Context: an optimization exercise on an open-source flow, tuned for small area, a short achievable clock period and few clock cycles per item. The choices shown serve that exercise and are no tape-out recipe.
Only simulation tests tie the RTL to the original design; equivalence was not proved.

Design gemv_stream_engine, start of the top module:
module gemv_stream_engine
#(
  parameter int unsigned SZ     = gemv_pkg::SZ_DEF,
  parameter int unsigned DW     = gemv_pkg::DW_DEF,
  parameter int unsigned N_ROWS = gemv_pkg::N_ROWS_DEF,
  parameter int unsigned AW     = gemv_pkg::gemv_aw(SZ, DW),
  localparam int unsigned IW    = (N_ROWS > 1) ? $clog2(N_ROWS) : 1
) (
  input  logic             clk,
  input  logic             rst_n,
  input  logic             start_i,
  input  logic             accum_i,
  input  logic [SZ*DW-1:0] w_i,
  input  logic             a_valid_i,
  output logic             a_ready_o,
  input  logic [SZ*DW-1:0] a_row_i,
  output logic             o_valid_o,
  input  logic             o_ready_i,
  output logic [DW-1:0]    o_data_o,
  output logic [IW-1:0]    o_idx_o,
  output logic             busy_o,
  output logic             done_o,
  output logic             ovf_o
);
For scale: about 2,400 cells after synthesis, roughly 130 I/O pins, about 25,000 um2 of cells after synthesis.
Settings: LEC_CHECK=0, ABC_AREA=1, CAP_MARGIN=20, CORE_MARGIN=2, CORE_UTILIZATION=40, CTS_CLUSTER_DIAMETER=120, CTS_CLUSTER_SIZE=16, SETUP_SLACK_MARGIN=3.65, SLEW_MARGIN=20; clock period 9.0 ns.
standard.sh (not shown) runs the stock make flow with config.mk's settings and CLKGATE_MAP_FILE= SYNTH_SCRIPT=/design/flow/synth_recipe.tcl, a recipe that flattens the netlist after the stock synthesis.
==> flow/flow/run.sh <==
#!/bin/bash
# The standard layout with two changes:
#  - the port buffers are buf_1 cells on the inputs and buf_4 cells on the
#    outputs (flow/outbuf.tcl), instead of the buffer_ports default (a slow
#    delay cell that the resizer cannot swap out);
#  - after the standard synthesis, inverters around full and half adders are
#    removed by flipping full adders' polarity and rebuilding half adders that
#    take inverted inputs (flow/invpush2.py); registers and all other cells are
#    left as the standard synthesis made them.
set -euo pipefail
export BUFFER_PORTS_ARGS="-buffer_cell sky130_fd_sc_hd__buf_1"
export POST_GLOBAL_PLACE_TCL="$PWD/flow/outbuf.tcl"
bash standard.sh synth > standard_synth.log 2>&1
NET=orfs/results/sky130hd/gemv_stream_engine/base/1_2_yosys.v
cp $NET yosys_netlist_orig.v
python3 flow/invpush2.py yosys_netlist_orig.v $NET > invpush.log 2>&1
bash standard.sh finish > standard_finish.log 2>&1
==> flow/flow/outbuf.tcl <==
# After global placement: the port buffers were all made as buf_1; make the
# ones that drive output ports buf_4 (they drive the output load).
set from_cell [expr {[info exists ::env(OUTBUF_FROM)] ? $::env(OUTBUF_FROM) : "sky130_fd_sc_hd__buf_1"}]
set n 0
foreach bterm [[ord::get_db_block] getBTerms] {
  if { [$bterm getIoType] != "OUTPUT" } { continue }
  set net [$bterm getNet]
  if { $net == "NULL" } { continue }
  foreach iterm [$net getITerms] {
    if { ![$iterm isOutputSignal] } { continue }
    set inst [$iterm getInst]
    if { [[$inst getMaster] getName] == $from_cell } {
      replace_cell [get_cells [$inst getName]] sky130_fd_sc_hd__buf_4
      incr n
    }
  }
}
puts "outbuf: $n output port buffers made buf_4"
Other scripts of this flow, unchanged in this note and not shown: flow/flow/invpush2.py
The starting point finished with timing, DRC and antenna clean.
Testbench counts at the start, summed over its fixed seeds: cycles 16,000, items 9,600.
Edit:
==> flow/flow/outbuf.tcl (replaced) <==
# After global placement: the port buffers were all made as buf_1; make the
# ones that drive output ports buf_4 (they drive the output load).
set n 0
foreach port [get_ports -filter "direction == output"] {
  set net [get_nets -of_objects $port]
  foreach pin [get_pins -of_objects $net -filter "direction == output"] {
    set inst [get_cells -of_objects $pin]
    if { [get_property [get_lib_cells -of_objects $inst] name] == "sky130_fd_sc_hd__buf_1" } {
      replace_cell $inst sky130_fd_sc_hd__buf_4
      incr n
    }
  }
}
puts "outbuf: $n output port buffers made buf_4"
Settings changed: SETUP_SLACK_MARGIN 3.65 to 3.5.
Outcome:
- The changed run aborted during global placement (3_3_place_gp) with STA-0100
- synthesized area is unchanged
- synthesized cell count is unchanged
Edit:
==> flow/flow/outbuf.tcl (replaced) <==
# After global placement: the port buffers were all made as buf_1; make the
# ones that drive output ports buf_4 (they drive the output load).
set from_cell [expr {[info exists ::env(OUTBUF_FROM)] ? $::env(OUTBUF_FROM) : "sky130_fd_sc_hd__buf_1"}]
set n 0
foreach bterm [[ord::get_db_block] getBTerms] {
  if { [$bterm getIoType] != "OUTPUT" } { continue }
  set net [$bterm getNet]
  if { $net == "NULL" } { continue }
  foreach iterm [$net getITerms] {
    if { ![$iterm isOutputSignal] } { continue }
    set inst [$iterm getInst]
    if { [[$inst getMaster] getName] == $from_cell } {
      replace_cell [get_cells [$inst getName]] sky130_fd_sc_hd__buf_4
      incr n
    }
  }
}
puts "outbuf: $n output port buffers made buf_4"
This time the run completed with no timing, DRC or antenna violations. Area after synthesis is unchanged. Synthesized cell count is unchanged.
Edit:
--- a/flow/flow/run.sh
+++ b/flow/flow/run.sh
@@ -3,3 +3,2 @@
-#  - the port buffers are buf_1 cells on the inputs and buf_4 cells on the
-#    outputs (flow/outbuf.tcl), instead of the buffer_ports default (a slow
-#    delay cell that the resizer cannot swap out);
+#  - the port buffers are buf_4 cells instead of the buffer_ports default (a
+#    slow delay cell that the resizer cannot swap out);
@@ -11,2 +10 @@
-export BUFFER_PORTS_ARGS="-buffer_cell sky130_fd_sc_hd__buf_1"
-export POST_GLOBAL_PLACE_TCL="$PWD/flow/outbuf.tcl"
+export BUFFER_PORTS_ARGS="-buffer_cell sky130_fd_sc_hd__buf_4"
Settings changed: CTS_CLUSTER_DIAMETER 120 to 140, CTS_CLUSTER_SIZE 16 to 14.
removed: flow/flow/outbuf.tcl
Result: Worst setup slack loses 0.031 ns. Utilization is higher by 0.69 points. Via count is higher slightly. Sequential cell count is unchanged. Worst hold slack loses 0.023 ns. Clock skew is higher by 0.021 ns. Non-clock buffer count is higher by 10.
Edit:
Settings changed: CTS_CLUSTER_DIAMETER 140 to default, CTS_CLUSTER_SIZE 14 to 25.
=> The changed run completed without violations; first-iteration DRC count increases by 6.6%; routed wire length came out higher by 1.0%; via count rises by 0.83%; register-to-register slack is about the same.
Edit:
Settings changed: CTS_CLUSTER_SIZE 25 to default.
=> The changed run passed the timing, design-rule and antenna checks; die area stays the same; maximum frequency does not change; clock-buffer cell count is unchanged; cell count is unchanged; global-route usage is unchanged; via count is unchanged.

==> what the ideal ports hide <==
The flow's constraints put no driver on any port. The routed layouts listed below were extracted and timed again, unchanged, in two steps. Step 1, drivers: a clkbuf_16 drives clk and a buf_2 each remaining input, both assumed. Step 2 times the ports against the registers' clock, not the clock port: input delays grow and output delays shrink by t, the midpoint of the rising clock arrivals with the driver on. Slacks: ideal / step 1 / step 2; pairs: ideal / step 1.
| run | shift t [ns] | setup slack, ns | clock arrival spread, ns | worst data-port slew with drivers (ns) | pins driven straight from the clock port |
|---|---|---|---|---|---|
| the first run | 0.585 | 3.650 / 3.593 / 3.133 | 0.036 / 0.037 | 0.07 | 1 |
| the third run | 0.577 | 3.623 / 3.570 / 3.077 | 0.017 / 0.017 | 0.06 | 1 |
| the fourth run | 0.597 | 3.593 / 3.554 / 3.020 | 0.039 / 0.039 | 0.10 | 1 |
| the fifth run | 0.661 | 3.616 / 3.558 / 3.035 | 0.037 / 0.037 | 0.13 | 1 |
| the sixth run | 0.661 | 3.616 / 3.558 / 3.035 | 0.037 / 0.037 | 0.13 | 1 |
After both steps every run listed still meets setup and hold.
